Context: an optimization exercise on an open-source flow, tuned for a short achievable clock period and few clock cycles. The choices shown serve that exercise and are no tape-out recipe.
The RTL was checked by simulation tests, not by an equivalence proof against the original design.
Power and IR drop assume default switching activity.

`design.v`:
```
module mc_comp (
  input  logic        clk,
  input  logic        rstn,
  input  logic [4:0]  reg_sel,
  output logic [31:0] reg_data,
  output logic [6:0]  mem_addr,
  output logic        mem_we,
  output logic [31:0] mem_wdata,
  input  logic [31:0] mem_rdata
);
  typedef enum logic [2:0] {S_IF, S_ID, S_EX, S_MEM, S_WB} state_t;
  state_t      r_state;
  logic [31:0] PC;
  logic [31:0] instr;
  logic [31:0] r_a, r_b, r_aluout, r_mdr;
  logic [31:0] r_rf [0:31];
  logic [5:0]  w_op, w_funct;
  logic [4:0]  w_rs, w_rt, w_rd, w_shamt, w_dst;
  logic [31:0] w_sext, w_zext, w_rs_val, w_rt_val, w_alu, w_mrd;
  logic signed [31:0] w_sa, w_sb, w_simm;
  logic        w_is_r_alu, w_is_i_alu, w_is_jr, w_is_j, w_is_jal;
  logic        w_is_lw, w_is_sw, w_is_beq, w_is_bne, w_we, w_taken;
  logic [6:0]  w_midx;
  assign w_op     = instr[31:26];
  assign w_rs     = instr[25:21];
  assign w_rt     = instr[20:16];
  assign w_rd     = instr[15:11];
  assign w_shamt  = instr[10:6];
  assign w_funct  = instr[5:0];
  assign w_sext   = {{16{instr[15]}}, instr[15:0]};
  assign w_zext   = {16'h0000, instr[15:0]};
  assign w_sa     = r_a;
  assign w_sb     = r_b;
  assign w_simm   = w_sext;
  assign w_rs_val = r_rf[w_rs];
  assign w_rt_val = r_rf[w_rt];
  always_comb begin
    w_is_r_alu = 1'b0;
    if (w_op == 6'h00) begin
      case (w_funct)
        6'h21, 6'h23, 6'h24, 6'h25, 6'h2A, 6'h00, 6'h02: w_is_r_alu = 1'b1;
        default: w_is_r_alu = 1'b0;
      endcase
    end
  end
  assign w_is_jr    = (w_op == 6'h00) && (w_funct == 6'h08);
  assign w_is_i_alu = (w_op == 6'h08) || (w_op == 6'h09) || (w_op == 6'h0C) ||
                      (w_op == 6'h0D) || (w_op == 6'h0F) || (w_op == 6'h0A);
  assign w_is_lw    = (w_op == 6'h23);
  assign w_is_sw    = (w_op == 6'h2B);
  assign w_is_beq   = (w_op == 6'h04);
  assign w_is_bne   = (w_op == 6'h05);
  assign w_is_j     = (w_op == 6'h02);
  assign w_is_jal   = (w_op == 6'h03);
  assign w_taken    = (w_is_beq && (r_a == r_b)) || (w_is_bne && (r_a != r_b));
  assign w_dst      = (w_op == 6'h00) ? w_rd : w_rt;
  always_comb begin
    w_alu = '0;
    if (w_op == 6'h00) begin
      case (w_funct)
        6'h21:   w_alu = r_a + r_b;
        6'h23:   w_alu = r_a - r_b;
        6'h24:   w_alu = r_a & r_b;
        6'h25:   w_alu = r_a | r_b;
        6'h2A:   w_alu = {31'd0, (w_sa < w_sb)};
        6'h00:   w_alu = r_b << w_shamt;
        6'h02:   w_alu = r_b >> w_shamt;
        default: w_alu = '0;
      endcase
    end else begin
      case (w_op)
        6'h08, 6'h09: w_alu = r_a + w_sext;
        6'h0C:        w_alu = r_a & w_zext;
        6'h0D:        w_alu = r_a | w_zext;
        6'h0F:        w_alu = {instr[15:0], 16'h0000};
        6'h0A:        w_alu = {31'd0, (w_sa < w_simm)};
        default:      w_alu = '0;
      endcase
    end
  end
  assign w_midx = (r_state == S_IF) ? PC[8:2] : r_aluout[8:2];
  assign w_we   = (r_state == S_MEM) && w_is_sw;
  assign mem_addr  = w_midx;
  assign mem_we    = w_we;
  assign mem_wdata = r_b;
  assign w_mrd     = mem_rdata;
  logic [31:0] w_dbg;
  always_comb begin
    w_dbg = '0;
    for (int i = 1; i < 32; i++) begin
      if (reg_sel == 5'(i)) w_dbg = r_rf[i];
    end
  end
  always_ff @(posedge clk or negedge rstn) begin
    if (!rstn) reg_data <= '0;
    else       reg_data <= w_dbg;
  end
  always_ff @(posedge clk or negedge rstn) begin
    if (!rstn) begin
      r_state  <= S_IF;
      PC       <= '0;
      instr    <= '0;
      r_a      <= '0;
      r_b      <= '0;
      r_aluout <= '0;
      r_mdr    <= '0;
      for (int i = 0; i < 32; i++) r_rf[i] <= '0;
    end else begin
      case (r_state)
        S_IF: begin
          instr   <= w_mrd;
          PC      <= PC + 32'd4;
          r_state <= S_ID;
        end
        S_ID: begin
          r_a      <= w_rs_val;
          r_b      <= w_rt_val;
          r_aluout <= PC + (w_sext << 2);
          if (w_is_j || w_is_jal) begin
            PC <= {PC[31:28], instr[25:0], 2'b00};
            if (w_is_jal) r_rf[31] <= PC;
            r_state <= S_IF;
          end else if (w_is_jr) begin
            PC      <= w_rs_val;
            r_state <= S_IF;
          end else if (w_is_r_alu || w_is_i_alu || w_is_lw || w_is_sw ||
                       w_is_beq || w_is_bne) begin
            r_state <= S_EX;
          end else begin
            r_state <= S_IF;
          end
        end
        S_EX: begin
          if (w_is_lw || w_is_sw) begin
            r_aluout <= r_a + w_sext;
            r_state  <= S_MEM;
          end else if (w_is_beq || w_is_bne) begin
            if (w_taken) PC <= r_aluout;
            r_state <= S_IF;
          end else begin
            r_aluout <= w_alu;
            r_state  <= S_WB;
          end
        end
        S_MEM: begin
          if (w_is_lw) begin
            r_mdr   <= w_mrd;
            r_state <= S_WB;
          end else begin
            r_state <= S_IF;
          end
        end
        S_WB: begin
          if (w_dst != 5'd0) r_rf[w_dst] <= w_is_lw ? r_mdr : r_aluout;
          r_state <= S_IF;
        end
        default: r_state <= S_IF;
      endcase
    end
  end
endmodule
```
`run.sh`:
```
#!/bin/bash
# synth_recipe.tcl (not shown) runs the flow's synth.tcl, then flattens the netlist and writes it again
# the make line also repeats each setting of config.mk as NAME=value (left out here)
make -C /OpenROAD-flow-scripts/flow DESIGN_CONFIG=/design/flow/config.mk WORK_HOME=/design/flow/orfs CLKGATE_MAP_FILE= SYNTH_SCRIPT=/design/flow/synth_recipe.tcl finish
```
`config.mk`:
```
export PLATFORM = sky130hd
export DESIGN_NAME = mc_comp
export DESIGN_NICKNAME = mc_comp
export VERILOG_FILES = /design/flow/design.v
export SDC_FILE = /design/flow/constraint.sdc
export NUM_CORES = 4
export LEC_CHECK = 0
export CAP_MARGIN = 20
export CELL_PAD_IN_SITES_DETAIL_PLACEMENT = 1
export CELL_PAD_IN_SITES_GLOBAL_PLACEMENT = 2
export CORE_MARGIN = 2
export CORE_UTILIZATION = 25
export PLACE_DENSITY = 0.35
export SLEW_MARGIN = 20
```
`constraint.sdc`:
```
create_clock -name core_clock -period 6.0 [get_ports {clk}]
set_input_delay 1.2000 -clock core_clock [delete_from_list [all_inputs] [get_ports {clk}]]
set_output_delay 1.2000 -clock core_clock [all_outputs]
set_load 0.01 [all_outputs]
```
==> metrics.md <==
| Metric | Value |
|---|---|
| Status | finished clean |
| Peak supply drop | 458 uV |
| Average size of a mapped cell | 8.49 um2 |
| # DRC | 0 |
| # IOs | 111 |
| Hold-fix buffers at CTS | 0 |
| Initial antenna violation count | 99 |
| CTS resizes | 0 |
| Top cell type by total area after synthesis | dfrtp_1 |
| First-pass GRT wire length | 896 mm |
| Antenna-violating nets left | 0 |
| Worst Clk Skew | 0.0435 ns |
| Setup CP Type | reg -> reg |
| CTS Buf Count | 172 |
| Final net count | 9454 |
| Total power | 52.6 mW |
| Fillcell total | 35800 |
| H-tree lvl count | 4 |
| Worst-case clock buffer depth | 4 |
| Leakage power figure | 38.9 nW |
| Power share of the sequential group | 0.278 |
| Max Freq | 198 MHz |
| Largest net degree at the start of global routing | 131 |
| Ys Warns | 2 |
| Die area | 317000 um2 |
| WL/cell | 51.2 um |
| Max-cap violations | 0 |
| Distinct cells, synth | 91 |
| Inst Count DP | 13200 |
| Global route total overflow | 0 |
| Fin crit period | 5.04 ns |
| Final setup fails | 0 |
| Post-Syn Nets | 9464 |
| CTS tree | yes |
| Relative slew margins | 0.119 |
| Top_reg_cell synth | dfrtp_1 |
| GRT Overall Usage | 0.425 |
| Num rows | 205 |
| DRT Wirelength | 694 mm |
| Switching power | 28.4 mW |
| Gpl congestion | 0.988 |
| Ranking of synthesized cells by area | dfrtp_1, a22oi_1, a21oi_1, o21ai_0, nand2_1 |
| FFs w/ async S/R, synth | 1.00 |
| Critical path data required time | 6.74 ns |
| Setup Total Neg Slack | 0 ns |
| Crit start category | flip-flop |
| Clock Tree Root | clkbuf_16 |
| Layout Cells excl Fill | 13600 |
| Period utilization | 0.840 |
| Fin. max-slew vios | 0 |
| Sequential element share of the synthesized area | 0.400 |
| R2R depth | 13 |
| Mapped Area | 78200 um2 |
| Worst Hold Class | in -> async |
| Register bit count reported by yosys | 1251 |
| Vias per cell | 6.71 |
| Die height | 563 um |
| Power per cell area | 564 nW/um2 |
| Worst setup EP type | flip-flop |
| Int Power | 24.2 mW |
| DRT iter0 DRCs | 14800 |
| CTS sink cnt | 1251 |
| Comb pwr share | 0.512 |
| Clk slew on worst S/H paths | 0.07 ns |
| Final design utilization | 0.299 |
| Worst Max-Slew Pin Slew | 1.31 ns |
| Core area | 312000 um2 |
| Post CTS Setup Buffer Count | 0 |
| Final Hold Vio Count | 0 |
| Switching Fraction | 0.540 |
| Crit path DAT | 5.78 ns |
| IO buf count | 110 |
| DP HPWL | 482 mm |
| Clock power frac | 0.210 |
| Count of mapped cells out of synthesis | 9216 |
| Number of synthesized flops with an enable pin | 0 |
| Chip Width | 563 um |
| Drt first pass iters | 10 |
| Vias in the first global route | 85400 |
| Worst-path maximum fanout | 44 |
| Initial Util | 0.251 |
| Clock latency (worst-skew pair) | 0.89 ns |
| RSZ-0062 raised after global routing | no |
| Vias | 90900 |
| Synthesis-to-finish area growth | 19.2% |
| Fraction of final layout cells sized beyond drive strength 1 | 0.136 |
| Synth top area share | 0.400 |
==> cells in the final DEF (no fill, tap or decap), drive strengths merged, types with 149 or more instances in the layout <==
cell | Yosys | routed
dfrtp | 1251 | 1251
nand2 | 1061 | 1061
nor2 | 994 | 994
o21ai | 988 | 988
a21oi | 966 | 966
a22oi | 706 | 706
buf | 178 | 556
a221oi | 254 | 254
clkbuf | 671 | 240
ha | 205 | 205
a22o | 191 | 191
o22ai | 152 | 152
nor3 | 149 | 149
==> sequential cells by signal, summed over array words and instances, names as in the netlist <==
register / cells
r_state: 3
PC: 32
instr: 32
reg_data: 32
r_mdr: 32
r_b: 32
r_aluout: 32
r_a: 32
r_rf: 1024
==> metal layers <==
layer  vias to the layer above  GRT usage  part of all wire
met1                     47500      0.578              0.43
met3                      1846      0.138              0.11
met4                        57      0.228             0.062
met2                      7163      0.589              0.40
li1                      34300          -                 -
met5                         -    0.00136           0.00066
==> power groups by stage <==
stage / sequential (mW) / clock [mW] / combinational [mW]
6_report: 14.6 / 11.1 / 26.9
5_1_grt: 14.6 / 11.5 / 27.5
4_1_cts: 14.4 / 11.2 / 25.7
3_5_place_dp: 14.5 / 0 / 25.6
3_3_place_gp: 14.5 / 0 / 25.6
2_1_floorplan: 12.3 / 0 / 12.3
==> cell usage after synthesis, types with 44 or more instances <==
library cell  instances
dfrtp_1            1251
nand2_1            1054
nor2_1              991
a21oi_1             961
o21ai_0             957
a22oi_1             706
clkbuf_1            671
a221oi_1            254
ha_1                205
a22o_1              191
o22ai_1             152
nor3_1              145
inv_1               136
mux2i_1             124
nand4_1             119
nand3_1             109
mux2_2              106
buf_6                77
mux4_2               71
xnor2_1              57
buf_2                51
a211oi_1             49
nor4_1               48
buf_1                47
o221ai_1             45
o211ai_1             44
==> critical path: stages (launching register included) <==
cell      delay [ns]
dfrtp_1         0.69
inv_1           0.32
ha_1            0.45
nor3_1          0.43
nand3_1         0.12
nor3_1          0.50
nand4_1         0.55
xor2_1          0.31
o21ai_0         0.19
nand2_1         0.11
nand2b_2        0.65
buf_4           0.37
nand2_1         0.07
o21ai_0         0.09
==> worst paths after layout <==
path                            start            to  slack (ns)
setup reg to reg              r_a[16]        PC[12]        0.96
setup / recovery              r_a[16]        PC[12]        0.96
max in group asynchronous        rstn  r_rf[20][10]        4.23
hold / removal                   rstn  r_rf[26][18]        0.27
hold reg to reg            r_rf[0][8]    r_rf[0][8]        0.41
min in group core_clock    r_rf[0][8]    r_rf[0][8]        0.41
==> cell families after synthesis <==
logic type	count (synthesis)	synth area share
buf+inv	988	0.0558
mux	301	0.0516
flops	1251	0.400
simple gates	2683	0.147
compound gates	3700	0.302
xor+xnor	84	0.00940
fa+ha+maj	209	0.0338
==> area by class of cell <==
type / count / area, um2 / share of cell area
Tap cell: 4140 / 5180 / 0.0555
Clock buffer: 238 / 4840 / 0.0519
Inverter: 139 / 522 / 0.00559
Multi-Input combinational cell: 6977 / 44100 / 0.473
Sequential cell: 1251 / 31300 / 0.336
Antenna cell: 71 / 178 / 0.00191
Clock inverter: 70 / 870 / 0.00932
Timing Repair Buffer: 665 / 6240 / 0.0669
==> per-stage QoR <==
stage / setup WS [ns] / hold slack, ns / area (um2)
2_1_floorplan: 2.04 / 0.446 / 78200
3_3_place_gp: 1.00 / 0.381 / 87200
3_5_place_dp: 1.12 / 0.388 / 87300
4_1_cts: 1.11 / 0.268 / 93100
5_1_grt: 0.607 / 0.281 / 93100
6_report: 0.961 / 0.268 / 93300
Testbench counts, summed over its fixed seeds: cycles 89,762.

afterwards: timing with drivers on the ports:
In the flow no input, the clock included, has a driving cell. The finished layout below was timed again as built, in two steps. Step 1: set_driving_cell puts a clkbuf_16 on clk and a buf_2 on each other input, an assumption about the parent block. Step 2 moves the port delays by t, midway between the first and last clock arrival at a register: inputs arrive t later, outputs are due t later. That takes back most of the time a late clock gives input paths. Three values: no drivers, after step 1, after step 2; two values: the first two.
t, ns: 0.988
setup slack, ns: 0.961 / 0.961 / 0.950
hold WS [ns]: 0.268 / 0.238 / 0.407
worst data-port slew with drivers (ns): 0.08
pins driven straight from the clock port: 1
After both steps this run still meets setup and hold. The setup slack of this run moves by 0.000 ns with the drivers and by -0.011 ns with both steps.
